Background: an optimization exercise with open tools, aiming at small area, a short achievable clock period and few clock cycles. Do not read the settings as production practice.
Where RTL was checked, it was by simulation tests only, not by an equivalence proof against the original.
For run 5, only the layout was checked, not whether the RTL still works.
No activity file was given, so power comes from the tool's default toggle rates.

==> design/flow/design.v <==
`timescale 1ns/1ps
package cache_pkg;
	localparam int ADDR_WIDTH = 32;                  
	localparam int DATA_WIDTH = 32;
	localparam int BYTE_SEL_WIDTH = $clog2(DATA_WIDTH / 8);
	localparam int TAG_MAX = 28;
	localparam int META_WIDTH = TAG_MAX + 2;
	typedef logic [DATA_WIDTH-1:0] word_t;
	typedef logic [DATA_WIDTH/8-1:0] byte_en_t;
	typedef struct packed {
		logic               valid;
		logic               dirty;
		logic [TAG_MAX-1:0] tag;
	} line_meta_t;
endpackage
`timescale 1ns/1ps
package mem_bus_pkg;
	localparam logic BUS_READ  = 1'b0;    
	localparam logic BUS_WRITE = 1'b1;    
	typedef enum logic [2:0] {
		IDLE      = 3'd0,    
		WB_BURST  = 3'd1,    
		WB_DONE   = 3'd2,    
		RF_BURST  = 3'd3,    
		RF_FINISH = 3'd4     
	} miss_state_t;
endpackage
`timescale 1ns/1ps
`timescale 1ns/1ps
`timescale 1ns/1ps
`timescale 1ns/1ps
module dcache_top #(
	parameter int NUM_WAYS     = 2,
	parameter int INDEX_WIDTH  = 2,
	parameter int OFFSET_WIDTH = 2
) (
	input  logic                             clk,
	input  logic                             rst,
	input  logic [cache_pkg::ADDR_WIDTH-1:0] cpu_addr,
	input  cache_pkg::byte_en_t              cpu_byte_en,
	input  logic                             cpu_read,
	input  logic                             cpu_write,
	input  cache_pkg::word_t                 cpu_wr_data,
	output cache_pkg::word_t                 cpu_rd_data,
	output logic                             cpu_stall,
	output logic [cache_pkg::ADDR_WIDTH-1:0] mem_addr,
	output logic                             mem_addr_valid,
	output logic                             mem_we,
	output cache_pkg::word_t                 mem_wr_data,
	output logic                             mem_wr_valid,
	output logic                             mem_wr_last,
	input  logic                             mem_addr_ready,
	input  logic                             mem_rd_valid,
	input  cache_pkg::word_t                 mem_rd_data,
	input  logic                             mem_wr_ready,
	input  logic                             mem_wr_done
);
	localparam int TW = 26;    
	logic          valid [2][4];
	logic          dirty [2][4];
	logic [TW-1:0] tag   [2][4];
	logic [31:0]   data  [2][4][4];
	logic          rr;
	logic       stall_q;         
	logic       req_missed;      
	logic       req_rf_started;  
	logic       start_q;         
	logic       miss_way;        
	logic       wr_q;            
	logic       wr_way_q;
	logic       av_q;            
	logic       wb_active;       
	logic [1:0] wb_ld;           
	logic       wv_q;            
	logic       wl_q;            
	logic       rf_busy;         
	logic [1:0] rf_beat;
	logic [1:0] rf_set;
	logic       rf_way;
	logic [31:0] out_q;
	logic        rdy_o, av_o, wv_o, wl_o, we_o;
	logic        av_n, wv_n, wl_n, we_n;
	logic [27:0] ma_q;
	logic        we_q;            
	assign av_q = !av_n;
	assign wv_q = !wv_n;
	assign wl_q = !wl_n;
	assign we_q = !we_n;
	assign cpu_stall      = !rdy_o;
	assign cpu_rd_data    = out_q;
	assign mem_addr       = {ma_q, 4'b0000};
	assign mem_addr_valid = av_o;
	assign mem_we         = we_o;
	assign mem_wr_data    = out_q;
	assign mem_wr_valid   = wv_o;
	assign mem_wr_last    = wl_o;
	logic [1:0]    cset, coff;
	logic [TW-1:0] ctag;
	logic          req, look;
	logic          hit0, hit1, hit, hw;
	logic          v;              
	logic          wbneed;
	assign cset = cpu_addr[5:4];
	assign coff = cpu_addr[3:2];
	assign ctag = cpu_addr[31:6];
	assign req  = cpu_read | cpu_write;
	assign look = req & stall_q;
	logic [3:0] m0, m1;
	always_comb begin
		for (int s = 0; s < 4; s++) begin
			m0[s] = valid[0][s] & (tag[0][s] == ctag);
			m1[s] = valid[1][s] & (tag[1][s] == ctag);
		end
	end
	assign hit0 = m0[cset];
	assign hit1 = m1[cset];
	assign hit  = hit0 | hit1;
	assign hw   = !hit0;
	logic [3:0]    vs, wbn;
	logic [TW-1:0] vtag [4];
	always_comb begin
		for (int s = 0; s < 4; s++) begin
			vs[s]   = !valid[0][s] ? 1'b0 : !valid[1][s] ? 1'b1 : rr;
			wbn[s]  = valid[vs[s]][s] & dirty[vs[s]][s];
			vtag[s] = tag[vs[s]][s];
		end
	end
	assign v      = vs[cset];
	assign wbneed = wbn[cset];
	logic [1:0]  rsel_off;
	logic [31:0] rword0, rword1;
	assign rsel_off = wb_active ? wb_ld : coff;
	assign rword0   = data[0][cset][rsel_off];
	assign rword1   = data[1][cset][rsel_off];
	logic myword_q;      
	logic rf_mine;       
	logic on_rf;         
	logic avail;
	logic res_rd, res_wr, res_arr, resolve, start_miss, can_start;
	logic merge;
	assign rf_mine = myword_q & mem_rd_valid;
	assign on_rf   = rf_busy & (rf_set == cset) & (rf_way == hw);
	assign avail   = !on_rf | (coff < rf_beat);
	assign res_rd  = cpu_read & hit & avail;
	assign res_wr  = cpu_write & hit & !rf_busy;
	assign res_arr = rf_mine;
	assign resolve = look & (req_missed ? res_arr : (res_rd | res_wr));
	assign can_start  = !av_q & !wb_active;
	assign start_miss = look & !req_missed & !hit & can_start;
	assign merge      = cpu_write & rf_mine;
	logic take_a, take_w, rf_take, rf_we;
	assign take_a  = av_q & mem_addr_ready;
	assign take_w  = wv_q & mem_wr_ready;
	assign rf_take = take_a & !we_q;
	assign rf_we   = rf_busy & mem_rd_valid;
	logic stall_d, av_d, wv_d, wl_d;
	assign stall_d = stall_q ? !resolve : 1'b1;
	assign av_d    = start_miss ? 1'b1 : (take_w && wl_q) ? 1'b1 :    
	                 take_a ? 1'b0 : av_q;
	assign wv_d    = !wb_active ? 1'b0 : (take_a && we_q) ? 1'b1 :    
	                 (take_w && wl_q) ? 1'b0 : wv_q;
	assign wl_d    = !wb_active ? 1'b0 : (take_w && !wl_q) ? (wb_ld == 2'd3) : wl_q;
	always_ff @(posedge clk or negedge rst) begin
		if (!rst) begin
			stall_q        <= 1'b1;
			req_missed     <= 1'b0;
			req_rf_started <= 1'b0;
			start_q        <= 1'b0;
			wr_q           <= 1'b0;
			av_n           <= 1'b1;
			wb_active      <= 1'b0;
			wv_n           <= 1'b1;
			wl_n           <= 1'b1;
			rf_busy        <= 1'b0;
			rf_beat        <= 2'd0;
			rr             <= 1'b0;
			myword_q       <= 1'b0;
			rdy_o          <= 1'b0;
			av_o           <= 1'b0;
			wv_o           <= 1'b0;
			wl_o           <= 1'b0;
		end else begin
			stall_q <= stall_d;
			rdy_o   <= !stall_d;
			av_n    <= !av_d;
			av_o    <= av_d;
			wv_n    <= !wv_d;
			wv_o    <= wv_d;
			wl_n    <= !wl_d;
			wl_o    <= wl_d;
			myword_q <= ((req_rf_started && !rf_mine) || rf_take) &&
			            (rf_take || (rf_busy && !(rf_we && rf_beat == 2'd3))) &&
			            ((rf_take ? 2'd0 : rf_we ? rf_beat + 2'd1 : rf_beat) == coff);
			wr_q    <= look & !req_missed & res_wr;
			start_q <= start_miss;
			if (start_q)
				rr <= !rr;
			if (resolve) begin
				req_missed     <= 1'b0;
				req_rf_started <= 1'b0;
			end else begin
				if (start_miss)
					req_missed <= 1'b1;
				if (rf_take)
					req_rf_started <= 1'b1;
			end
			if (!wb_active) begin
				wb_active <= start_miss && wbneed;
				wb_ld     <= 2'd0;
			end else if (take_a && we_q) begin
				wb_ld <= 2'd1;
			end else if (take_w) begin
				if (wl_q)
					wb_active <= 1'b0;
				else
					wb_ld <= wb_ld + 2'd1;
			end
			if (rf_take) begin
				rf_busy <= 1'b1;
				rf_beat <= 2'd0;
			end else if (rf_we) begin
				rf_beat <= rf_beat + 2'd1;
				if (rf_beat == 2'd3)
					rf_busy <= 1'b0;
			end
		end
	end
	always_ff @(posedge clk) begin
		if (!(wb_active && wv_q && !take_w))    
			out_q <= rf_mine ? mem_rd_data :
			         (wb_active ? miss_way : hw) ? rword1 : rword0;
		wr_way_q <= hw;
		if (!req_missed)
			miss_way <= v;    
		if (rf_take) begin
			rf_set <= cset;
			rf_way <= miss_way;
		end
		if (!av_q && !wb_active) begin
			ma_q <= wbneed ? {vtag[cset], cset} : cpu_addr[31:4];
			we_n <= !wbneed;
			we_o <= wbneed;
		end else if (take_w && wl_q) begin
			ma_q <= cpu_addr[31:4];
			we_n <= 1'b1;
			we_o <= 1'b0;
		end
	end
	always_ff @(posedge clk or negedge rst) begin
		if (!rst) begin
			for (int w = 0; w < 2; w++)
				for (int s = 0; s < 4; s++) begin
					valid[w][s] <= 1'b0;
					dirty[w][s] <= 1'b0;
				end
		end else begin
			for (int w = 0; w < 2; w++)
				for (int s = 0; s < 4; s++) begin
					if (start_q && miss_way == w[0] && cset == s[1:0]) begin
						valid[w][s] <= 1'b1;
						dirty[w][s] <= 1'b0;
					end
					if (wr_q && wr_way_q == w[0] && cset == s[1:0])
						dirty[w][s] <= 1'b1;
					if (merge && rf_way == w[0] && rf_set == s[1:0])
						dirty[w][s] <= 1'b1;
				end
		end
	end
	always_ff @(posedge clk) begin
		for (int w = 0; w < 2; w++)
			for (int s = 0; s < 4; s++)
				if (start_q && miss_way == w[0] && cset == s[1:0])
					tag[w][s] <= ctag;
	end
	logic [31:0] wdata;
	always_comb begin
		for (int b = 0; b < 4; b++)
			wdata[8*b +: 8] = (!rf_we || (merge && cpu_byte_en[b])) ?
				cpu_wr_data[8*b +: 8] : mem_rd_data[8*b +: 8];
	end
	always_ff @(posedge clk) begin
		for (int w = 0; w < 2; w++)
			for (int s = 0; s < 4; s++)
				for (int o = 0; o < 4; o++)
					for (int b = 0; b < 4; b++)
						if ((rf_we && rf_way == w[0] && rf_set == s[1:0] && rf_beat == o[1:0]) ||
							(wr_q && wr_way_q == w[0] && cset == s[1:0] && coff == o[1:0] &&
							 cpu_byte_en[b]))
							data[w][s][o][8*b +: 8] <= wdata[8*b +: 8];
	end
endmodule
==> design/flow/run.sh <==
#!/bin/bash
# synth_recipe.tcl (not shown) runs the flow's synth.tcl, then flattens the netlist and writes it again
# the make line also repeats each setting of config.mk as NAME=value (left out here)
make -C /OpenROAD-flow-scripts/flow DESIGN_CONFIG=/design/flow/config.mk WORK_HOME=/design/flow/orfs CLKGATE_MAP_FILE= SYNTH_SCRIPT=/design/flow/synth_recipe.tcl finish
==> design/flow/config.mk <==
export PLATFORM = sky130hd
export DESIGN_NAME = dcache_top
export DESIGN_NICKNAME = dcache_top
export VERILOG_FILES = /design/flow/design.v
export SDC_FILE = /design/flow/constraint.sdc
export NUM_CORES = 4
export LEC_CHECK = 0
export CAP_MARGIN = 20
export CORE_MARGIN = 2
export CORE_UTILIZATION = 55
export CTS_BUF_LIST = sky130_fd_sc_hd__clkbuf_8
export PLACE_DENSITY = 0.7
export SETUP_SLACK_MARGIN = 3.45
export SLEW_MARGIN = 20
==> design/flow/constraint.sdc <==
create_clock -name core_clock -period 6.5 [get_ports {clk}]
set_input_delay 1.3000 -clock core_clock [delete_from_list [all_inputs] [get_ports {clk}]]
set_output_delay 1.3000 -clock core_clock [all_outputs]
set_load 0.01 [all_outputs]
==> out/results.md, run 1 <==
| Result | This run | Unit |
| --- | --- | --- |
| Status | finished clean | - |
| Net switching share of the total power | 0.3043 | - |
| Layout filler cell count | 7195 | - |
| Placement Rows | 116 | - |
| Buffer levels on the longest clock path | 3 | - |
| Worst-case headroom to the max-slew limit | 0.2080 | - |
| Most common cell after layout, fill and taps aside | sky130_fd_sc_hd__edfxtp_1 | - |
| Maximum vdd ir drop | 0.2379 | mV |
| Wire length of the first global-routing pass | 255900 | um |
| Initial standard-cell utilization of the core | 0.5529 | - |
| Number of antenna violations at the first check in global routing | 6 | - |
| Slew of the pin with the lowest slew margin | 1.185 | ns |
| Number of warnings printed during yosys synthesis | 6 | - |
| Most frequent cells in the layout | 1300 x sky130_fd_sc_hd__edfxtp_1, 311 x sky130_fd_sc_hd__a22oi_1, 207 x sky130_fd_sc_hd__clkbuf_8, 199 x sky130_fd_sc_hd__xor2_1, 194 x sky130_fd_sc_hd__nand2_1 | - |
| Crit-path max FO | 24 | - |
| Via count | 36820 | - |
| Number of instances in the synthesized netlist | 3560 | - |
| Final clock period utilization by the worst path | 0.4857 | - |
| Number of flip-flops and latches in the synthesized netlist | 1335 | - |
| RR Endpoint | out_q[0]$_DFFE_PN_ | - |
| Core area | 99710 | um2 |
| Dpl hpwl | 112500 | um |
| Startpoint types | input pin | - |
| Post-route clock skew | 0.05096 | ns |
| TNS Setup | 0 | ns |
| Clock input transition at the sequential cells of the worst setup and hold paths | 0.07 | ns |
| Register area share after synthesis | 0.7239 | - |
| Pre-CTS setup slack | 1.099 | ns |
| Post-layout min period | 3.157 | ns |
| Clk pwr share | 0.304 | - |
| Achievable frequency | 316.8 | MHz |
| Maximum number of pins on one net before global-route repair | 39 | - |
| X dimension of the die | 320.6 | um |
| Clock tree from TritonCTS | done | - |
| Drt first-iter violations | 6786 | - |
| Unrepaired setup endpoints after global routing | yes | - |
| Area of combinational cells with multiple inputs | 14380 | um2 |
| Total power per unit cell area | 335.0 | nW/um2 |
| Antenna Nets Post-Route | 0 | - |
| Leakage power total | 0.02259 | uW |
| Comb pwr share | 0.200 | - |
| Endpoint arrival time on the critical path | 3.81 | ns |
| Sequential Area | 39920 | um2 |
| Crit path setup slack, layout | 3.343 | ns |
| Register-to-register setup slack | 3.42 | ns |
| Die Outline Area | 102800 | um2 |
| Synthesized cell area | 55130 | um2 |
| Number of enable-type register cells in the synthesized netlist | 1300 | - |
| Number of sinks driven by the clock tree | 1335 | - |
| Fraction of final layout cells sized beyond drive strength 1 | 0.1693 | - |
| Max H-tree Level | 4 | - |
| DR pass1 iterations | 8 | - |
| Average instance area after synthesis | 15.49 | um2 |
| Setup Viol. Count Final | 0 | - |
| RR Startpoint | wb_active$_DFF_PN0_ | - |
| Final std cells w/o fill | 5359 | - |
| Total Wirelength | 185100 | um |
| Number of hold violations in the final report | 0 | - |
| Part of the total power dissipated in sequential elements | 0.497 | - |
| Synth Flop Type | sky130_fd_sc_hd__edfxtp_1 | - |
| Vias in the first global route | 35160 | - |
| Worst setup path category | input pin to register | - |
| Clock latency on the worst-skew pair | 0.93 | ns |
| Path category of the worst min-delay check | input pin to asynchronous set/reset pin | - |
| Die Span Y | 320.6 | um |
| Endpoint of the worst setup timing path | out_q[0]$_DFFE_PN_ | - |
| Nets | 4011 | - |
| Number of distinct library cell variants in the gate-level netlist after synthesis | 84 | - |
| Maxcap violations | 0 | - |
| Launch point of the worst path | cpu_addr[4] | - |
| Post-placement cell count | 4892 | - |
| Number of CTS-inserted buffers | 205 | - |
| NetSw | 6488 | uW |
| Reg2Reg Depth | 9 | - |
| Number of I/O port buffers | 201 | - |
| Growth of design area from synthesis to finish | 15.42 | % |
| Critical path capture point type | register | - |
| Vias per cell | 6.870 | - |
| Per-cell routed wire length | 34.54 | um |
| CP required | 7.15 | ns |
| Final global-route overflow total | 0 | - |
| # DRC | 0 | - |
| Internal cell power | 14830 | uW |
| Global-route usage over all layers | 0.3540 | - |
| Library cell used as clock root buffer | sky130_fd_sc_hd__clkbuf_8 | - |
| Ports placed on the boundary | 209 | - |
| Fraction of registers with async set/reset | 0.02547 | - |
| Max Transition Viols Final | 0 | - |
| Placer's final routability congestion estimate | 0.9881 | - |
| Final standard cell utilization of the core | 0.6382 | - |
[registers in the layout (all words and copies together), names as in the netlist, 2 cells and up]
register and count:
data 1024, dirty 8, ma_q 28, out_q 32, rf_beat 2, rf_set 2, tag 208, valid 8
wb_ld 2
[cell families after synthesis]
| kind of cell | after synthesis | share of synthesized area |
|---|---|---|
| compound gates | 907 | 0.1225 |
| xor+xnor | 215 | 0.03415 |
| fa+ha+maj | 6 | 0.001362 |
| buf+inv | 291 | 0.03102 |
| flops | 1335 | 0.7239 |
| mux | 116 | 0.02283 |
| other cells | 1 | 0.00006802 |
| simple gates | 689 | 0.06409 |
[power groups by stage]
stage / Sequential (uW) / Combinational [uW] / Clock [uW]
6_report: 10600 / 4250 / 6480
5_1_grt: 10600 / 4400 / 6850
4_1_cts: 10600 / 4040 / 6470
3_5_place_dp: 10800 / 4050 / 0
3_3_place_gp: 10800 / 3990 / 0
2_1_floorplan: 10800 / 2170 / 0
[metrics by stage]
stage	total power [uW]	hold WS, ns	cell area [um2]
2_1_floorplan	12930	0.4580	55300
3_3_place_gp	14760	0.4811	58200
3_5_place_dp	14820	0.4892	58270
4_1_cts	21100	0.4893	63140
5_1_grt	21880	0.5250	63630
6_report	21320	0.4980	63630
[cell type report]
class	count	area share
Multi-Input combinational cell	1940	0.2259
Antenna cell	2	0.00007865
Inverter	24	0.001475
Clock buffer	206	0.04456
Sequential cell	1335	0.6273
Tap cell	1298	0.02552
Timing Repair Buffer	391	0.06148
Clock inverter	163	0.01365
[worst max-delay path, cell delays in order]
cell and delay [ns]:
sky130_fd_sc_hd__buf_8 0.30, sky130_fd_sc_hd__buf_16 0.25, sky130_fd_sc_hd__nor2b_2 0.13, sky130_fd_sc_hd__buf_4 0.24
sky130_fd_sc_hd__o21ai_1 0.31, sky130_fd_sc_hd__o2111ai_1 0.17, sky130_fd_sc_hd__nor3_1 0.21, sky130_fd_sc_hd__nand4_1 0.39
sky130_fd_sc_hd__o22ai_1 0.34, sky130_fd_sc_hd__a21oi_1 0.07
[cell usage after synthesis (10+ instances only)]
| cell | instances | area [um2] |
|---|---|---|
| sky130_fd_sc_hd__o211ai_1 | 22 | 165.2 |
| sky130_fd_sc_hd__o22ai_1 | 72 | 450.4 |
| sky130_fd_sc_hd__buf_1 | 10 | 37.54 |
| sky130_fd_sc_hd__o2111ai_1 | 10 | 87.58 |
| sky130_fd_sc_hd__nor4_1 | 64 | 400.4 |
| sky130_fd_sc_hd__buf_6 | 28 | 315.3 |
| sky130_fd_sc_hd__o21ai_0 | 53 | 265.3 |
| sky130_fd_sc_hd__mux2_2 | 48 | 540.5 |
| sky130_fd_sc_hd__a22o_1 | 46 | 402.9 |
| sky130_fd_sc_hd__dfrtp_1 | 30 | 750.7 |
| sky130_fd_sc_hd__clkbuf_1 | 69 | 259.0 |
| sky130_fd_sc_hd__buf_2 | 83 | 415.4 |
| sky130_fd_sc_hd__a222oi_1 | 28 | 280.3 |
| sky130_fd_sc_hd__nand3_1 | 88 | 440.4 |
| sky130_fd_sc_hd__nand4_1 | 58 | 362.9 |
| sky130_fd_sc_hd__a21oi_4 | 10 | 162.7 |
| sky130_fd_sc_hd__a21o_1 | 139 | 1044 |
| sky130_fd_sc_hd__nor2_1 | 82 | 307.8 |
| sky130_fd_sc_hd__nand2_1 | 200 | 750.7 |
| sky130_fd_sc_hd__a22oi_1 | 311 | 2335 |
| sky130_fd_sc_hd__o211a_1 | 10 | 100.1 |
| sky130_fd_sc_hd__and2_1 | 34 | 212.7 |
| sky130_fd_sc_hd__nand2b_1 | 13 | 81.33 |
| sky130_fd_sc_hd__mux2i_1 | 65 | 650.6 |
| sky130_fd_sc_hd__buf_4 | 75 | 563.0 |
| sky130_fd_sc_hd__and3_1 | 14 | 87.58 |
| sky130_fd_sc_hd__a31oi_1 | 11 | 68.82 |
| sky130_fd_sc_hd__a21oi_1 | 92 | 460.4 |
| sky130_fd_sc_hd__inv_1 | 24 | 90.09 |
| sky130_fd_sc_hd__a221oi_1 | 34 | 297.8 |
| sky130_fd_sc_hd__or3_1 | 19 | 118.9 |
| sky130_fd_sc_hd__xor2_1 | 201 | 1760 |
| sky130_fd_sc_hd__edfxtp_1 | 1300 | 39040 |
| sky130_fd_sc_hd__nor3_1 | 60 | 300.3 |
| sky130_fd_sc_hd__a211oi_1 | 10 | 75.07 |
| sky130_fd_sc_hd__xnor2_1 | 14 | 122.6 |
[worst min-delay path by stage]
stage	to	slack, ns
4_1_cts	rf_beat[1]$_DFF_PN0_	0.49
6_report	rf_beat[1]$_DFF_PN0_	0.50
3_3_place_gp	wl_n$_DFF_PN1_	0.48
3_5_place_dp	wl_n$_DFF_PN1_	0.49
5_1_grt	rr$_DFFE_PN0P_	0.53
2_1_floorplan	valid[5]$_DFFE_PN0P_	0.46
[layer usage]
| metal | part of all wire | global-route usage | vias up |
|---|---|---|---|
| li1 | - | - | 14880 |
| met2 | 0.44 | 0.5232 | 3081 |
| met5 | 0.00023 | 0 | - |
| met1 | 0.37 | 0.4890 | 18290 |
| met3 | 0.14 | 0.09149 | 564 |
| met4 | 0.055 | 0.1785 | 6 |
[what timing repair did]
action                     in CTS  in global routing
resized for setup             316                 75
setup endpoints to repair    1290                606
hold buffers                    0                  0
setup buffers                  68                 14
cloned                          6                  6
pin swaps                      37                 26
Testbench counts, summed over its fixed seeds: cycles 227,314.
==> run 2, diff against run 1 <==
--- a/design/flow/config.mk
+++ b/design/flow/config.mk
@@ -10,5 +10,5 @@
 export CORE_UTILIZATION = 55
 export CTS_BUF_LIST = sky130_fd_sc_hd__clkbuf_8
 export PLACE_DENSITY = 0.7
-export SETUP_SLACK_MARGIN = 3.45
+export SETUP_SLACK_MARGIN = 3.6
 export SLEW_MARGIN = 20
==> run 2 against run 1 <==
  * Register-to-register slack improved by 0.15 ns
  * Final cell count barely moved
  * Largest power group unchanged
  * Critical path type unchanged
  * Sequential share of layout area fell by 0.70 points
  * Clock power barely moved
  * Wire length rose by 1.1%
  * Sequential cell count did not move
  * Worst hold slack got worse by 0.0067 ns
==> out/results.md, run 2 <==
| Result | This run | Unit |
| --- | --- | --- |
| Status | finished clean | - |
| Clock tree from TritonCTS | done | - |
| List of most frequent post-synthesis cells | 1300 x sky130_fd_sc_hd__edfxtp_1, 311 x sky130_fd_sc_hd__a22oi_1, 201 x sky130_fd_sc_hd__xor2_1 | - |
| Max H-tree Level | 4 | - |
| Crit-path max FO | 8 | - |
| Worst path bufs/invs | 4 | - |
| Maximum number of pins on one net before global-route repair | 56 | - |
| Area leader, netlist | sky130_fd_sc_hd__edfxtp_1 | - |
| Setup Viol. Count Final | 0 | - |
| Top cell family by delay on the critical path | simple AND/OR/NAND/NOR gates | - |
| Core area | 99710 | um2 |
| Number of instances in the synthesized netlist | 3560 | - |
| Average instance area after synthesis | 15.49 | um2 |
| Worst-case headroom to the max-slew limit | 0.2352 | - |
| Biggest area contributors in the synthesized netlist | sky130_fd_sc_hd__edfxtp_1 71%, sky130_fd_sc_hd__a22oi_1 4.2%, sky130_fd_sc_hd__xor2_1 3.2%, sky130_fd_sc_hd__a21o_1 1.9%, sky130_fd_sc_hd__dfrtp_1 1.4% | - |
| Endpoint arrival time on the critical path | 3.50 | ns |
| Dpl hpwl | 113100 | um |
| Final global-route overflow total | 0 | - |
| Clock latency on the worst-skew pair | 0.89 | ns |
| Buffer levels on the longest clock path | 3 | - |
| Critical path capture point type | register | - |
| X dimension of the die | 320.6 | um |
| TNS Setup | 0 | ns |
| Die Span Y | 320.6 | um |
| Number of flip-flops and latches in the synthesized netlist | 1335 | - |
| Nets | 4013 | - |
| Synthesized cell area | 55130 | um2 |
| Global-route usage over all layers | 0.3528 | - |
| Total Wirelength | 187100 | um |
| Final standard cell utilization of the core | 0.6454 | - |
| Cell seen most often among critical-path stages | sky130_fd_sc_hd__buf_4 | - |
| Final clock period utilization by the worst path | 0.4615 | - |
| Largest registers ranked by flip-flop count | data x1024, tag x208, out_q x32 | - |
| Per-cell routed wire length | 34.91 | um |
| Vias in the first global route | 34920 | - |
| DR pass1 iterations | 8 | - |
| Number of I/O port buffers | 201 | - |
| Placement Rows | 116 | - |
| Growth of design area from synthesis to finish | 16.72 | % |
| Drt first-iter violations | 6082 | - |
| Most frequent cells in the layout | 1300 x sky130_fd_sc_hd__edfxtp_1, 307 x sky130_fd_sc_hd__a22oi_1, 209 x sky130_fd_sc_hd__clkbuf_8, 194 x sky130_fd_sc_hd__xor2_1, 192 x sky130_fd_sc_hd__nand2_1 | - |
| Library cell used as clock root buffer | sky130_fd_sc_hd__clkbuf_8 | - |
| Number of distinct library cell variants in the gate-level netlist after synthesis | 84 | - |
| Initial standard-cell utilization of the core | 0.5529 | - |
| Placer's final routability congestion estimate | 0.9966 | - |
| Register area share after synthesis | 0.7239 | - |
| Die Outline Area | 102800 | um2 |
| Fraction of registers with async set/reset | 0.02547 | - |
| Worst setup path category | input pin to register | - |
| Startpoint types | input pin | - |
| Ports placed on the boundary | 209 | - |
| Most common cell after layout, fill and taps aside | sky130_fd_sc_hd__edfxtp_1 | - |
| Crit-path cells | buf_2, buf_4, buf_4, buf_4, or2_2, nor2_1, a21o_1 | - |
| Achievable frequency | 333.4 | MHz |
| Largest stage delay on the critical path | 0.63 | ns |
| Post-layout min period | 2.999 | ns |
| Clock input transition at the sequential cells of the worst setup and hold paths | 0.06 | ns |
| Number of CTS-inserted buffers | 205 | - |
| CP required | 7.00 | ns |
| Flip-flop count of the largest register, all copies and words added | 1024 | - |
| Via count | 36690 | - |
| Antenna Nets Post-Route | 0 | - |
| # DRC | 0 | - |
| Number of sinks driven by the clock tree | 1335 | - |
| Most numerous cell in the Yosys netlist | sky130_fd_sc_hd__edfxtp_1 | - |
| Total of hold buffers inserted after clock tree synthesis | 0 | - |
| Critical-path cell with the highest stage delay | sky130_fd_sc_hd__a21o_1 | - |
| Number of warnings printed during yosys synthesis | 6 | - |
| Maxcap violations | 0 | - |
| Leakage power total | 0.02266 | uW |
| Maximum vdd ir drop | 0.2461 | mV |
| Synth Flop Type | sky130_fd_sc_hd__edfxtp_1 | - |
| Number of enable-type register cells in the synthesized netlist | 1300 | - |
| Slew of the pin with the lowest slew margin | 1.145 | ns |
| Max Transition Viols Final | 0 | - |
| Number of hold violations in the final report | 0 | - |
| Fraction of final layout cells sized beyond drive strength 1 | 0.2046 | - |
| Fraction of post-synthesis cell area in the top cell type by area | 0.7081 | - |
| Number of antenna violations at the first check in global routing | 6 | - |
| Path category of the worst min-delay check | register to register | - |
| Total power per unit cell area | 334.1 | nW/um2 |
| Unrepaired setup endpoints after global routing | yes | - |
| Vias per cell | 6.845 | - |
| Register containing the most flip-flops in the final layout | data | - |
| Post-route clock skew | 0.06242 | ns |
| Wire length of the first global-routing pass | 255000 | um |
[run 2: cell counts after synthesis]
Identical to the previous run, type by type.
[run 2: area by class of cell]
| cell class | count | area, um2 |
|---|---|---|
| sequential | 1335 | 39920 |
| fill | 7017 | 35360 |
| multi-input combinational | 1940 | 14970 |
| timing repair buffer | 393 | 4008 |
| clock buffer | 209 | 2877 |
| tap | 1298 | 1624 |
| clock inverter | 160 | 863.3 |
| inverter | 24 | 90.09 |
| antenna | 1 | 2.502 |
[run 2: power breakdown]
part	leakage [uW]	switching, uW	internal [uW]	total, uW
registers	0.0122	266	10300	10600
clock network	0.00219	3290	3200	6490
logic	0.00825	2900	1530	4430
[run 2: per-stage QoR]
| step | setup slack (ns) | power, uW | cell area, um2 | cells | hold slack [ns] |
|---|---|---|---|---|---|
| 4_1_cts | 3.341 | 21230 | 63450 | 5323 | 0.4779 |
| 2_1_floorplan | 3.440 | 13010 | 55970 | 3563 | 0.4580 |
| 3_3_place_gp | 1.060 | 14800 | 58530 | 4883 | 0.4793 |
| 3_5_place_dp | 1.107 | 14860 | 58530 | 4883 | 0.4876 |
| 6_report | 3.501 | 21500 | 64350 | 5360 | 0.4913 |
| 5_1_grt | 3.538 | 22080 | 64350 | 5360 | 0.5045 |
[run 2: worst paths after layout]
path | start | end | slack, ns | depth (start not counted)
worst min register to register | wl_n$_DFF_PN1_ | wl_n$_DFF_PN1_ | 0.49 | 2
worst max-delay path | cpu_addr[2] | data[16][14]$_DFFE_PP_ | 3.50 | 7
worst min-delay path | wl_n$_DFF_PN1_ | wl_n$_DFF_PN1_ | 0.49 | 2
worst max register to register | wb_ld[0]$_SDFFCE_PN0P_ | out_q[31]$_DFFE_PN_ | 3.57 | 10
min in group asynchronous | rst | rdy_o$_DFF_PN0_ | 0.51 | 1
max in group asynchronous | rst | rr$_DFFE_PN0P_ | 5.38 | 1
[run 2: per-layer routing]
layer / GRT usage / vias to the layer above / wire length, um
li1: - / 14860 / -
met1: 0.4905 / 18310 / 69250
met2: 0.5267 / 2987 / 82740
met3: 0.08682 / 532 / 25040
met4: 0.1660 / 2 / 10080
met5: 0 / - / 13
[run 2: logic make-up (layout without fill, tap and decap cells)]
family / count (synthesis) / in the layout / synth area share
other: 1 / 5 / 0.00006802
multiplexers: 116 / 116 / 0.02283
AND/OR/NAND/NOR: 689 / 692 / 0.06409
AO/OA/AOI/OAI: 907 / 907 / 0.1225
adder cells (fa/ha/maj): 6 / 6 / 0.001362
buffers and inverters: 291 / 786 / 0.03102
XOR/XNOR: 215 / 215 / 0.03415
flip-flops: 1335 / 1335 / 0.7239
[run 2: worst register-to-register path, cell delays in order (launching register included)]
cell and delay, ns:
sky130_fd_sc_hd__edfxtp_1 0.55, sky130_fd_sc_hd__buf_4 0.23, sky130_fd_sc_hd__or3b_4 0.43, sky130_fd_sc_hd__buf_12 0.16
sky130_fd_sc_hd__a21oi_4 0.26, sky130_fd_sc_hd__buf_4 0.25, sky130_fd_sc_hd__a22oi_2 0.10, sky130_fd_sc_hd__nand4_1 0.12
sky130_fd_sc_hd__or3_4 0.16, sky130_fd_sc_hd__o22ai_1 0.11, sky130_fd_sc_hd__a21oi_2 0.32
[run 2: what timing repair did]
item	4_1_cts	5_1_grt
setup endpoints to repair	1863	1147
buffers inserted	66	26
cloned	5	9
gates resized for setup	581	123
pin swaps	43	36
endpoints found under the hold margin	0	0
==> run 3, diff against run 2 <==
--- a/design/flow/config.mk
+++ b/design/flow/config.mk
@@ -9,6 +9,8 @@
 export CORE_MARGIN = 2
 export CORE_UTILIZATION = 55
 export CTS_BUF_LIST = sky130_fd_sc_hd__clkbuf_8
+export CTS_CLUSTER_DIAMETER = 60
+export CTS_CLUSTER_SIZE = 20
 export PLACE_DENSITY = 0.7
 export SETUP_SLACK_MARGIN = 3.6
 export SLEW_MARGIN = 20
==> run 3 against run 2 <==
  * Non-clock buffer count up 46
  * Final area fell by 0.68%
  * Critical path depth is 4 higher
  * Maximum frequency fell by 0.48%
  * Utilization decreased by 0.44 points
  * Highest routed layer unchanged
  * Worst hold slack improved by 0.0043 ns
==> out/results.md, run 3 <==
| Result | This run | Unit |
| --- | --- | --- |
| Status | finished clean | - |
| Core area | 99710 | um2 |
| Vias per cell | 7.006 | - |
| Register containing the most flip-flops in the final layout | data | - |
| Max H-tree Level | 3 | - |
| Worst-case headroom to the max-slew limit | 0.2279 | - |
| Setup Viol. Count Final | 0 | - |
| Endpoint arrival time on the critical path | 3.63 | ns |
| Achievable frequency | 331.8 | MHz |
| Leakage power total | 0.02213 | uW |
| Startpoint types | input pin | - |
| Initial standard-cell utilization of the core | 0.5529 | - |
| Register area share after synthesis | 0.7239 | - |
| Ports placed on the boundary | 209 | - |
| Maximum number of pins on one net before global-route repair | 56 | - |
| Average instance area after synthesis | 15.49 | um2 |
| Fraction of final layout cells sized beyond drive strength 1 | 0.2015 | - |
| Number of distinct library cell variants in the gate-level netlist after synthesis | 84 | - |
| Clock latency on the worst-skew pair | 0.83 | ns |
| Drt first-iter violations | 6412 | - |
| Wire length on met2 | 83340 | um |
| Library cell used as clock root buffer | sky130_fd_sc_hd__clkbuf_8 | - |
| Synth Flop Type | sky130_fd_sc_hd__edfxtp_1 | - |
| Overall power | 19800 | uW |
| Nets | 3948 | - |
| Final clock period utilization by the worst path | 0.4637 | - |
| Final standard cell utilization of the core | 0.6410 | - |
| Placer's final routability congestion estimate | 0.9966 | - |
| Antenna Nets Post-Route | 0 | - |
| DR pass1 iterations | 6 | - |
| Total power per unit cell area | 309.7 | nW/um2 |
| Number of warnings printed during yosys synthesis | 6 | - |
| CP required | 7.12 | ns |
| Number of enable-type register cells in the synthesized netlist | 1300 | - |
| Number of I/O port buffers | 201 | - |
| Global-route usage over all layers | 0.3580 | - |
| Die Span Y | 320.6 | um |
| Die Outline Area | 102800 | um2 |
| Number of flip-flops and latches in the synthesized netlist | 1335 | - |
| Layout filler cell count | 7019 | - |
| Growth of design area from synthesis to finish | 15.93 | % |
| Largest registers ranked by flip-flop count | data x1024, tag x208, out_q x32 | - |
| Clock input transition at the sequential cells of the worst setup and hold paths | 0.12 | ns |
| Per-cell routed wire length | 36.21 | um |
| Number of antenna violations at the first check in global routing | 5 | - |
| Most frequent cells in the layout | 1300 x sky130_fd_sc_hd__edfxtp_1, 306 x sky130_fd_sc_hd__a22oi_1, 192 x sky130_fd_sc_hd__nand2_1, 166 x sky130_fd_sc_hd__xor2_1, 143 x sky130_fd_sc_hd__buf_4 | - |
| Unrepaired setup endpoints after global routing | yes | - |
| Buffer levels on the longest clock path | 3 | - |
| Total of hold buffers inserted after clock tree synthesis | 0 | - |
| Final std cells w/o fill | 5202 | - |
| Fraction of post-synthesis cell area in the top cell type by area | 0.7081 | - |
| Most numerous cell in the Yosys netlist | sky130_fd_sc_hd__edfxtp_1 | - |
| Highest layer used for signal routing | met5 | - |
| Maximum vdd ir drop | 0.2097 | mV |
| X dimension of the die | 320.6 | um |
| # DRC | 0 | - |
| Post-placement cell count | 4883 | - |
| Worst hold margin | 0.4957 | ns |
| Number of CTS-inserted buffers | 93 | - |
| TNS Setup | 0 | ns |
| Register-to-register setup slack | 3.60 | ns |
| List of most frequent post-synthesis cells | 1300 x sky130_fd_sc_hd__edfxtp_1, 311 x sky130_fd_sc_hd__a22oi_1, 201 x sky130_fd_sc_hd__xor2_1 | - |
| Post-route clock skew | 0.05029 | ns |
| Maxcap violations | 0 | - |
| Wire length of the first global-routing pass | 257300 | um |
| Vias in the first global route | 34090 | - |
| Area leader, netlist | sky130_fd_sc_hd__edfxtp_1 | - |
| Via count | 36450 | - |
| Clock tree from TritonCTS | done | - |
| Post-layout min period | 3.014 | ns |
| Max Transition Viols Final | 0 | - |
| Slew of the pin with the lowest slew margin | 1.155 | ns |
| Total Wirelength | 188300 | um |
| Crit-path max FO | 17 | - |
| Met1 wire length | 69040 | um |
| Synthesized cell area | 55130 | um2 |
| Most common cell after layout, fill and taps aside | sky130_fd_sc_hd__edfxtp_1 | - |
| Biggest area contributors in the synthesized netlist | sky130_fd_sc_hd__edfxtp_1 71%, sky130_fd_sc_hd__a22oi_1 4.2%, sky130_fd_sc_hd__xor2_1 3.2%, sky130_fd_sc_hd__a21o_1 1.9%, sky130_fd_sc_hd__dfrtp_1 1.4% | - |
| Worst setup path category | input pin to register | - |
| Path category of the worst min-delay check | register to register | - |
| Placement Rows | 116 | - |
| Final global-route overflow total | 0 | - |
| Critical path capture point type | register | - |
| Flip-flop count of the largest register, all copies and words added | 1024 | - |
| Number of sinks driven by the clock tree | 1335 | - |
| Dpl hpwl | 113100 | um |
| Met3 Wirelength | 25470 | um |
| Number of hold violations in the final report | 0 | - |
| Number of instances in the synthesized netlist | 3560 | - |
| Fraction of registers with async set/reset | 0.02547 | - |
-- run 3: kinds of logic after synthesis --
kind of cell / Yosys count / share of synthesized area
compound gates: 907 / 0.1225
mux: 116 / 0.02283
flops: 1335 / 0.7239
buf+inv: 291 / 0.03102
other cells: 1 / 0.00006802
xor+xnor: 215 / 0.03415
fa+ha+maj: 6 / 0.001362
simple gates: 689 / 0.06409
-- run 3: what timing repair did --
action,in CTS,in global routing
resized for setup,495,185
hold endpoints to repair,0,0
setup buffers,71,59
pin swaps,50,55
cloned,16,6
endpoints found under the setup margin,2360,552
-- run 3: worst paths after layout --
check | start | end | depth (start not counted)
setup / recovery | cpu_addr[25] | out_q[31]$_DFFE_PN_ | 11
hold / removal | wl_n$_DFF_PN1_ | wl_n$_DFF_PN1_ | 2
setup reg to reg | wb_active$_DFF_PN0_ | out_q[16]$_DFFE_PN_ | 10
hold reg to reg | wl_n$_DFF_PN1_ | wl_n$_DFF_PN1_ | 2
max in group asynchronous | rst | rr$_DFFE_PN0P_ | 1
min in group asynchronous | rst | rdy_o$_DFF_PN0_ | 1
-- run 3: stage by stage --
stage          cell area (um2)  setup slack, ns
2_1_floorplan            55970            3.440
3_3_place_gp             58530            1.060
3_5_place_dp             58530            1.107
4_1_cts                  62280            3.578
5_1_grt                  63910            3.497
6_report                 63920            3.486
-- run 3: critical path, stage by stage --
cell and delay (ns):
sky130_fd_sc_hd__buf_4 0.25, sky130_fd_sc_hd__xor2_1 0.38, sky130_fd_sc_hd__nor4_2 0.14, sky130_fd_sc_hd__nand3_2 0.15, sky130_fd_sc_hd__o22ai_4 0.12, sky130_fd_sc_hd__a32oi_4 0.46, sky130_fd_sc_hd__nand2_8 0.12, sky130_fd_sc_hd__buf_12 0.16
sky130_fd_sc_hd__buf_12 0.13, sky130_fd_sc_hd__buf_12 0.12, sky130_fd_sc_hd__a21oi_4 0.27
-- run 3: metal layers --
layer	vias to the layer above	global-route usage
met2	3042	0.5308
met1	18220	0.5007
met4	2	0.1693
met5	-	0.0004728
met3	569	0.08853
li1	14620	-
-- run 3: report_power, final --
group	switching, uW	internal (uW)
sequential	254	10300
clock	2920	1740
combinational	2970	1610
-- run 3: area by class of cell --
cell class | count | area, um2 | share of cell area
Sequential cell | 1335 | 39920 | 0.6245
Tap cell | 1298 | 1624 | 0.02541
Antenna cell | 3 | 7.507 | 0.0001175
Inverter | 24 | 90.09 | 0.001409
Clock buffer | 97 | 1335 | 0.02089
Multi-Input combinational cell | 1941 | 15390 | 0.2407
Timing Repair Buffer | 439 | 4885 | 0.07642
Clock inverter | 65 | 673.1 | 0.01053
==> run 4, diff against run 3 <==
--- a/design/flow/config.mk
+++ b/design/flow/config.mk
@@ -7,10 +7,8 @@
 export LEC_CHECK = 0
 export CAP_MARGIN = 20
 export CORE_MARGIN = 2
-export CORE_UTILIZATION = 55
+export CORE_UTILIZATION = 50
 export CTS_BUF_LIST = sky130_fd_sc_hd__clkbuf_8
-export CTS_CLUSTER_DIAMETER = 60
-export CTS_CLUSTER_SIZE = 20
-export PLACE_DENSITY = 0.7
+export PLACE_DENSITY = 0.65
 export SETUP_SLACK_MARGIN = 3.6
 export SLEW_MARGIN = 20
==> run 4 against run 3 <==
  * Count of clock-buffer cells in the layout up 118
  * Global-route usage shrank 2.4 points
  * Total power is 10% higher
  * Critical path type unchanged
  * Largest power group unchanged
==> out/results.md, run 4 <==
| Result | This run | Unit |
| --- | --- | --- |
| Per-cell routed wire length | 34.05 | um |
| Flip-flop count of the largest register, all copies and words added | 1024 | - |
| Worst path bufs/invs | 3 | - |
| Largest registers ranked by flip-flop count | data x1024, tag x208, out_q x32 | - |
| Die Outline Area | 112900 | um2 |
| Average instance area after synthesis | 15.49 | um2 |
| Number of sinks driven by the clock tree | 1335 | - |
| Cell seen most often among critical-path stages | sky130_fd_sc_hd__buf_4 | - |
| Most frequent cells in the layout | 1300 x sky130_fd_sc_hd__edfxtp_1, 306 x sky130_fd_sc_hd__a22oi_1, 215 x sky130_fd_sc_hd__clkbuf_8, 193 x sky130_fd_sc_hd__nand2_1, 174 x sky130_fd_sc_hd__xor2_1 | - |
| Biggest area contributors in the synthesized netlist | sky130_fd_sc_hd__edfxtp_1 71%, sky130_fd_sc_hd__a22oi_1 4.2%, sky130_fd_sc_hd__xor2_1 3.2%, sky130_fd_sc_hd__a21o_1 1.9%, sky130_fd_sc_hd__dfrtp_1 1.4% | - |
| Drt first-iter violations | 6168 | - |
| Global-route usage over all layers | 0.3338 | - |
| Synthesized cell area | 55130 | um2 |
| Setup Viol. Count Final | 0 | - |
| Worst-case headroom to the max-slew limit | 0.2263 | - |
| X dimension of the die | 336.1 | um |
| Top cell family by delay on the critical path | buffers and inverters | - |
| Number of instances in the synthesized netlist | 3560 | - |
| Vias in the first global route | 35070 | - |
| Register-to-register setup slack | 3.59 | ns |
| Wire length of the first global-routing pass | 262700 | um |
| RR Endpoint | out_q[20]$_DFFE_PN_ | - |
| Number of CTS-inserted buffers | 210 | - |
| Growth of design area from synthesis to finish | 18.96 | % |
| TNS Setup | 0 | ns |
| Critical-path cell with the highest stage delay | sky130_fd_sc_hd__clkdlybuf4s50_1 | - |
| Max Transition Viols Final | 0 | - |
| # DRC | 0 | - |
| Path category of the worst min-delay check | input pin to asynchronous set/reset pin | - |
| List of most frequent post-synthesis cells | 1300 x sky130_fd_sc_hd__edfxtp_1, 311 x sky130_fd_sc_hd__a22oi_1, 201 x sky130_fd_sc_hd__xor2_1 | - |
| Clock latency on the worst-skew pair | 0.91 | ns |
| Number of hold violations in the final report | 0 | - |
| Worst setup path category | input pin to register | - |
| CP required | 7.15 | ns |
| Nets | 4081 | - |
| Fraction of final layout cells sized beyond drive strength 1 | 0.2351 | - |
| Crit-path cells | clkdlybuf4s50_1, nand2_2, o21ai_4, buf_4, or3_4, o22a_1, a21boi_1, buf_4 | - |
| Most numerous cell in the Yosys netlist | sky130_fd_sc_hd__edfxtp_1 | - |
| DR pass1 iterations | 7 | - |
| Placer's final routability congestion estimate | 0.9685 | - |
| Unrepaired setup endpoints after global routing | yes | - |
| Slew of the pin with the lowest slew margin | 1.161 | ns |
| Number of I/O port buffers | 201 | - |
| Buffer levels on the longest clock path | 3 | - |
| Via count | 36790 | - |
| Reg2Reg Depth | 9 | - |
| Initial standard-cell utilization of the core | 0.5051 | - |
| Total of hold buffers inserted after clock tree synthesis | 0 | - |
| Number of distinct library cell variants in the gate-level netlist after synthesis | 84 | - |
| Register area share after synthesis | 0.7239 | - |
| Library cell used as clock root buffer | sky130_fd_sc_hd__clkbuf_8 | - |
| Number of warnings printed during yosys synthesis | 6 | - |
| Dpl hpwl | 116800 | um |
| Total Wirelength | 191400 | um |
| Crit path setup slack, layout | 3.486 | ns |
| Maxcap violations | 0 | - |
| Final global-route overflow total | 0 | - |
| Most common cell after layout, fill and taps aside | sky130_fd_sc_hd__edfxtp_1 | - |
| Achievable frequency | 331.7 | MHz |
| Placement Rows | 121 | - |
| Maximum number of pins on one net before global-route repair | 36 | - |
| Post-layout min period | 3.014 | ns |
| Register containing the most flip-flops in the final layout | data | - |
| Synth Flop Type | sky130_fd_sc_hd__edfxtp_1 | - |
| Fraction of registers with async set/reset | 0.02547 | - |
| Largest stage delay on the critical path | 0.55 | ns |
| Die Span Y | 336.1 | um |
| Number of antenna violations at the first check in global routing | 4 | - |
| Clock input transition at the sequential cells of the worst setup and hold paths | 0.06 | ns |
| Startpoint types | input pin | - |
| Critical path capture point type | register | - |
| Number of enable-type register cells in the synthesized netlist | 1300 | - |
| Max H-tree Level | 4 | - |
| Maximum vdd ir drop | 0.1868 | mV |
| Pre-CTS setup slack | 1.158 | ns |
| Fraction of post-synthesis cell area in the top cell type by area | 0.7081 | - |
| Status | finished clean | - |
| Vias per cell | 6.545 | - |
| Ports placed on the boundary | 209 | - |
| Number of flip-flops and latches in the synthesized netlist | 1335 | - |
| Antenna Nets Post-Route | 0 | - |
| Area leader, netlist | sky130_fd_sc_hd__edfxtp_1 | - |
| RR Startpoint | wb_active$_DFF_PN0_ | - |
| Clock tree from TritonCTS | done | - |
| Endpoint arrival time on the critical path | 3.67 | ns |
| Leakage power total | 0.02301 | uW |
| Crit-path max FO | 16 | - |
| Post-route clock skew | 0.03774 | ns |
| Total power per unit cell area | 333.0 | nW/um2 |
| Final clock period utilization by the worst path | 0.4638 | - |
| Core area | 109200 | um2 |
==> run 4: worst max-delay path by stage <==
| stage | from | end | slack (ns) | cells after the start |
|---|---|---|---|---|
| after floorplan | cpu_addr[3] | out_q[12]$_DFFE_PN_ | 3.44 | 10 |
| after global placement | cpu_addr[31] | out_q[1]$_DFFE_PN_ | 1.22 | 8 |
| after detailed placement | cpu_addr[31] | out_q[11]$_DFFE_PN_ | 1.16 | 9 |
| after CTS | out_q[31]$_DFFE_PN_ | cpu_rd_data[31] | 3.49 | 2 |
| after global routing | mem_rd_valid | out_q[9]$_DFFE_PN_ | 3.47 | 7 |
| final | mem_rd_valid | out_q[26]$_DFFE_PN_ | 3.49 | 8 |
==> run 4: layout make-up <==
| cell class | instances | area (um2) |
|---|---|---|
| Timing Repair Buffer | 454 | 4459 |
| Sequential cell | 1335 | 39920 |
| Inverter | 24 | 90.09 |
| Antenna cell | 7 | 17.52 |
| Clock inverter | 168 | 908.4 |
| Clock buffer | 215 | 2959 |
| Fill cell | 8262 | 43570 |
| Tap cell | 1476 | 1847 |
| Multi-Input combinational cell | 1942 | 15390 |
==> run 4: power breakdown <==
part | switching [uW] | internal [uW] | leakage (uW) | total (uW)
Clock | 3360 | 3350 | 0.00222 | 6710
Sequential | 248 | 10300 | 0.0122 | 10600
Combinational | 2990 | 1570 | 0.00858 | 4560
==> run 4: through the flow <==
step | util | cell area, um2 | instances | hold WS, ns | power (uW)
after floorplan | - | 55970 | 3563 | 0.4580 | 13010
after global placement | 0.5389 | 58830 | 5074 | 0.4822 | 14870
after detailed placement | 0.5389 | 58830 | 5074 | 0.4917 | 14920
after CTS | 0.5913 | 64540 | 5581 | 0.4511 | 21620
after global routing | 0.6008 | 65580 | 5619 | 0.5182 | 22440
final | 0.6009 | 65590 | 5621 | 0.4982 | 21840
==> run 4: cell families after synthesis <==
logic type	synth area share
AOI/OAI and AO/OA	0.1225
and+or+nand+nor	0.06409
muxes	0.02283
DFF	0.7239
buffers and inverters	0.03102
xor gates and xnor gates	0.03415
other	0.00006802
adders and majority gates	0.001362
==> run 4: routing by layer <==
metal  part of all wire  GRT usage  vias up
met2               0.45     0.5016     2739
met4              0.041     0.1405        0
li1                   -          -    14990
met1               0.39     0.4699    18630
met3               0.12    0.07780      440
met5                  0          0        -
==> run 4: repair_timing <==
item                                     CTS  global route
hold endpoints to repair                   0             0
pin swaps                                 53            46
gates cloned                              10             3
setup buffers                            114            30
gates resized for setup                  594           196
endpoints found under the setup margin  1531           728
==> run 5, diff against run 4 <==
--- a/design/flow/design.v
+++ b/design/flow/design.v
@@ -77,7 +77,8 @@
 	logic [1:0] rf_beat;
 	logic [1:0] rf_set;
 	logic       rf_way;
-	logic [31:0] out_q;
+	logic [31:0] rd_q;
+	logic [31:0] wd_q;
 	logic        rdy_o, av_o, wv_o, wl_o, we_o;
 	logic        av_n, wv_n, wl_n, we_n;
 	logic [27:0] ma_q;
@@ -87,11 +88,11 @@
 	assign wl_q = !wl_n;
 	assign we_q = !we_n;
 	assign cpu_stall      = !rdy_o;
-	assign cpu_rd_data    = out_q;
+	assign cpu_rd_data    = rd_q;
 	assign mem_addr       = {ma_q, 4'b0000};
 	assign mem_addr_valid = av_o;
 	assign mem_we         = we_o;
-	assign mem_wr_data    = out_q;
+	assign mem_wr_data    = wd_q;
 	assign mem_wr_valid   = wv_o;
 	assign mem_wr_last    = wl_o;
 	logic [1:0]    cset, coff;
@@ -226,9 +227,9 @@
 		end
 	end
 	always_ff @(posedge clk) begin
-		if (!(wb_active && wv_q && !take_w))    
-			out_q <= rf_mine ? mem_rd_data :
-			         (wb_active ? miss_way : hw) ? rword1 : rword0;
+		rd_q <= rf_mine ? mem_rd_data : hw ? rword1 : rword0;
+		if (wb_active && (!wv_q || take_w))    
+			wd_q <= miss_way ? rword1 : rword0;
 		wr_way_q <= hw;
 		if (!req_missed)
 			miss_way <= v;    
--- a/design/flow/config.mk
+++ b/design/flow/config.mk
@@ -7,8 +7,8 @@
 export LEC_CHECK = 0
 export CAP_MARGIN = 20
 export CORE_MARGIN = 2
-export CORE_UTILIZATION = 50
+export CORE_UTILIZATION = 55
 export CTS_BUF_LIST = sky130_fd_sc_hd__clkbuf_8
-export PLACE_DENSITY = 0.65
-export SETUP_SLACK_MARGIN = 3.6
+export PLACE_DENSITY = 0.7
+export SETUP_SLACK_MARGIN = 3.9
 export SLEW_MARGIN = 20
==> run 5 against run 4 <==
  * Still clean on timing, DRC and antenna
  * Synthesized area increased by 3.5%
  * Synthesized cell count increased by 6.6%
  * Register-to-register slack improved by 0.08 ns
  * Die area decreased by 5.8%
  * Count of clock-buffer cells in the layout increased by 9
  * Final cell count increased by 6.3%
  * Global-route usage increased by 5.9 points
  * Sequential power about the same
  * Clock skew increased by 0.031 ns
==> out/results.md, run 5 <==
| Result | This run | Unit |
| --- | --- | --- |
| Die Outline Area | 106400 | um2 |
| Largest registers ranked by flip-flop count | data x1024, tag x208 | - |
| Endpoint arrival time on the critical path | 3.51 | ns |
| Worst-case headroom to the max-slew limit | 0.2612 | - |
| Average instance area after synthesis | 15.04 | um2 |
| Total Wirelength | 218300 | um |
| Critical-path cell with the highest stage delay | sky130_fd_sc_hd__dfrtp_2 | - |
| Initial standard-cell utilization of the core | 0.5531 | - |
| Synthesized cell area | 57080 | um2 |
| Flip-flop count of the largest register, all copies and words added | 1024 | - |
| Reg2Reg Depth | 10 | - |
| Drt first-iter violations | 7821 | - |
| Synth Flop Type | sky130_fd_sc_hd__edfxtp_1 | - |
| Worst path bufs/invs | 4 | - |
| Final clock period utilization by the worst path | 0.4356 | - |
| Crit-path cells | buf_12, buf_12, nand3b_4, buf_6, a211oi_4, buf_12, a222oi_1, nand3_1, nand4b_1, mux2_4 | - |
| Global-route usage over all layers | 0.3925 | - |
| Placer's final routability congestion estimate | 0.9928 | - |
| Number of I/O port buffers | 201 | - |
| RR Startpoint | wb_active$_DFF_PN0_ | - |
| Register-to-register setup slack | 3.67 | ns |
| Post-route clock skew | 0.06917 | ns |
| Core area | 103200 | um2 |
| Clock latency on the worst-skew pair | 0.95 | ns |
| Biggest area contributors in the synthesized netlist | sky130_fd_sc_hd__edfxtp_1 68%, sky130_fd_sc_hd__mux2i_1 2.2%, sky130_fd_sc_hd__a22oi_1 2.2%, sky130_fd_sc_hd__nand2_1 1.8%, sky130_fd_sc_hd__a21o_1 1.8% | - |
| Fraction of post-synthesis cell area in the top cell type by area | 0.6839 | - |
| Maximum vdd ir drop | 0.2244 | mV |
| X dimension of the die | 326.1 | um |
| Max Transition Viols Final | 0 | - |
| List of most frequent post-synthesis cells | 1300 x sky130_fd_sc_hd__edfxtp_1, 277 x sky130_fd_sc_hd__nand2_1, 165 x sky130_fd_sc_hd__a22oi_1 | - |
| Fraction of final layout cells sized beyond drive strength 1 | 0.3126 | - |
| DR pass1 iterations | 8 | - |
| Total power per unit cell area | 323.6 | nW/um2 |
| # DRC | 0 | - |
| Status | finished clean | - |
| Dpl hpwl | 127700 | um |
| Maximum number of pins on one net before global-route repair | 55 | - |
| Worst setup path category | register to register | - |
| Crit-path max FO | 7 | - |
| Final global-route overflow total | 0 | - |
| Placement Rows | 118 | - |
| Library cell used as clock root buffer | sky130_fd_sc_hd__clkbuf_8 | - |
| Final std cells w/o fill | 5974 | - |
| Placed Instance Area | 62290 | um2 |
| Number of CTS-inserted buffers | 214 | - |
| Achievable frequency | 353.1 | MHz |
| Cell seen most often among critical-path stages | sky130_fd_sc_hd__buf_12 | - |
| Most numerous cell in the Yosys netlist | sky130_fd_sc_hd__edfxtp_1 | - |
| Summed area of non-filler cells in the final layout | 72070 | um2 |
| Number of instances in the synthesized netlist | 3796 | - |
| Fraction of registers with async set/reset | 0.02487 | - |
| Number of hold violations in the final report | 0 | - |
| Worst hold margin | 0.4322 | ns |
| Post-placement cell count | 5231 | - |
| Growth of design area from synthesis to finish | 26.26 | % |
| Most frequent cells in the layout | 1300 x sky130_fd_sc_hd__edfxtp_1, 263 x sky130_fd_sc_hd__buf_4, 261 x sky130_fd_sc_hd__nand2_1, 226 x sky130_fd_sc_hd__clkbuf_8, 151 x sky130_fd_sc_hd__a22oi_1 | - |
| Path category of the worst min-delay check | input pin to asynchronous set/reset pin | - |
| Vias per cell | 6.912 | - |
| Most common cell after layout, fill and taps aside | sky130_fd_sc_hd__edfxtp_1 | - |
| Slew of the pin with the lowest slew margin | 1.108 | ns |
| Total of hold buffers inserted after clock tree synthesis | 0 | - |
| Unrepaired setup endpoints after global routing | yes | - |
| Register containing the most flip-flops in the final layout | data | - |
| Max H-tree Level | 4 | - |
| Top cell family by delay on the critical path | simple AND/OR/NAND/NOR gates | - |
| Number of distinct library cell variants in the gate-level netlist after synthesis | 93 | - |
| Register area share after synthesis | 0.7105 | - |
| Wire length of the first global-routing pass | 290100 | um |
| Per-cell routed wire length | 36.54 | um |
| Final standard cell utilization of the core | 0.6983 | - |
| Startpoint types | register | - |
| Vias in the first global route | 38060 | - |
| Layout filler cell count | 6610 | - |
| Post-layout min period | 2.832 | ns |
| Number of enable-type register cells in the synthesized netlist | 1300 | - |
| Number of sinks driven by the clock tree | 1367 | - |
| Ports placed on the boundary | 209 | - |
| Clock tree from TritonCTS | done | - |
| Die Span Y | 326.1 | um |
| Leakage power total | 0.02528 | uW |
| RR Endpoint | wd_q[13]$_DFFE_PP_ | - |
| Via count | 41290 | - |
| Setup Viol. Count Final | 0 | - |
| CP required | 7.18 | ns |
| TNS Setup | 0 | ns |
| Critical path capture point type | register | - |
| Nets | 4521 | - |
| Area leader, netlist | sky130_fd_sc_hd__edfxtp_1 | - |
| Buffer levels on the longest clock path | 3 | - |
| Launch point of the worst path | wb_active$_DFF_PN0_ | - |
| Number of warnings printed during yosys synthesis | 6 | - |
| Largest stage delay on the critical path | 0.47 | ns |
| Antenna Nets Post-Route | 0 | - |
| Number of flip-flops and latches in the synthesized netlist | 1367 | - |
| Maxcap violations | 0 | - |
| Number of antenna violations at the first check in global routing | 13 | - |
| Clock input transition at the sequential cells of the worst setup and hold paths | 0.06 | ns |
-- run 5: changes by cell type in the layout (fill, tap and decap cells not counted), sizes merged, moves of 32 or more --
cell           previous run  this run
a22oi                   314       165
buf                     306       535
clkdlybuf4s15            51         1
dfxtp                     1        33
inv                      98       133
mux2                     48        91
mux2i                    65       125
nand2                   202       288
nor2                     83       139
nor3                     61        26
o21ai                    60       100
o22ai                    74        37
xnor2                    14       101
xor2                    201       113
-- run 5: per-layer routing --
metal	GRT usage	up-vias	part of all wire
met2	0.5346	3960	0.41
met3	0.1479	744	0.17
met4	0.1918	16	0.056
met1	0.5541	20290	0.36
li1	-	16280	-
met5	0.005768	-	0.00083
-- run 5: worst max path at each step --
stage                         endpoint  slack, ns  cells past startpoint
finish              wd_q[13]$_DFFE_PP_       3.67                     10
floorplan           wd_q[16]$_DFFE_PP_       3.36                      8
detailed placement    rd_q[28]$_DFF_P_       1.29                      9
global placement    wd_q[24]$_DFFE_PP_       1.34                      8
CTS                     mem_addr_valid       3.66                      1
global route            mem_wr_data[3]       3.66                      1
-- run 5: timing repair --
action	CTS	global route
endpoints found under the hold margin	0	0
endpoints found under the setup margin	2438	641
gates resized for setup	884	242
cloned	25	11
buffers inserted	184	120
pin swaps	100	142
-- run 5: final cells by class --
type,instances,area [um2],area share
flip-flops and latches,1367,40580,0.5630
clock inverters,166,800.8,0.01111
diodes,13,32.53,0.0004514
inverters,24,97.59,0.001354
well taps,1380,1727,0.02396
repair buffers,631,6678,0.09266
clock buffers,224,3083,0.04278
multi-input cells,2169,19070,0.2646
-- run 5: per-stage QoR --
stage | setup slack [ns] | total power, uW
CTS | 3.656 | 22480
detailed placement | 1.287 | 15540
global route | 3.664 | 23830
global placement | 1.340 | 15480
finish | 3.668 | 23320
floorplan | 3.356 | 13590
-- run 5: cell families (layout without fill, tap and decap cells) --
group	after synthesis	in the layout	share of synthesized area
other	1	17	0.00006570
AO/OA/AOI/OAI	891	891	0.1135
flip-flops	1367	1367	0.7105
AND/OR/NAND/NOR	806	818	0.07054
multiplexers	236	236	0.04777
buffers and inverters	275	1045	0.02343
adder cells (fa/ha/maj)	6	6	0.001315
XOR/XNOR	214	214	0.03284
-- run 5: power breakdown --
group / leakage (uW) / switching (uW) / internal, uW / total [uW]
sequential: 0.0124 / 229 / 10600 / 10800
combinational: 0.0105 / 3650 / 2110 / 5760
clock: 0.00235 / 3480 / 3270 / 6760
total: 0.0253 / 7360 / 16000 / 23300
-- run 5: worst register-to-register path, cell delays in order, from the launching register on --
cell	delay [ns]
sky130_fd_sc_hd__dfrtp_2	0.47
sky130_fd_sc_hd__buf_12	0.17
sky130_fd_sc_hd__buf_12	0.13
sky130_fd_sc_hd__nand3b_4	0.18
sky130_fd_sc_hd__buf_6	0.16
sky130_fd_sc_hd__a211oi_4	0.08
sky130_fd_sc_hd__buf_12	0.15
sky130_fd_sc_hd__a222oi_1	0.35
sky130_fd_sc_hd__nand3_1	0.19
sky130_fd_sc_hd__nand4b_1	0.38
sky130_fd_sc_hd__mux2_4	0.35

==> static timing again, ports no longer ideal <==
No port has a modelled driver above. Below, the same layouts with a new extraction and two added sets of constraints.
Step 1 sets driving cells, clkbuf_16 on the clock port and buf_2 on the other inputs (assumed; they add their load-dependent delay and slew).
Step 2 moves the port delays by t, midway between the first and last clock arrival at a register: inputs arrive t later, outputs are due t later. That takes back most of the time a late clock gives input paths.
Slacks: no drivers / after step 1 / after step 2; pairs: no drivers / after step 1.
run | t (ns) | setup WS [ns] | slew at the worst register clock pin (ns)
run 1 | 0.970 | 3.343 / 3.360 / 2.391 | 0.07 / 0.07
run 2 | 0.954 | 3.501 / 3.459 / 2.505 | 0.07 / 0.07
run 3 | 0.885 | 3.486 / 3.380 / 2.495 | 0.12 / 0.12
run 4 | 0.960 | 3.486 / 3.499 / 2.545 | 0.07 / 0.07
run 5 | 0.999 | 3.668 / 3.417 / 2.418 | 0.08 / 0.08
After both steps every run listed still meets setup and hold. For run 5, which loses most, drivers alone change the setup slack by -0.251 ns; drivers and shift together by -1.250 ns.
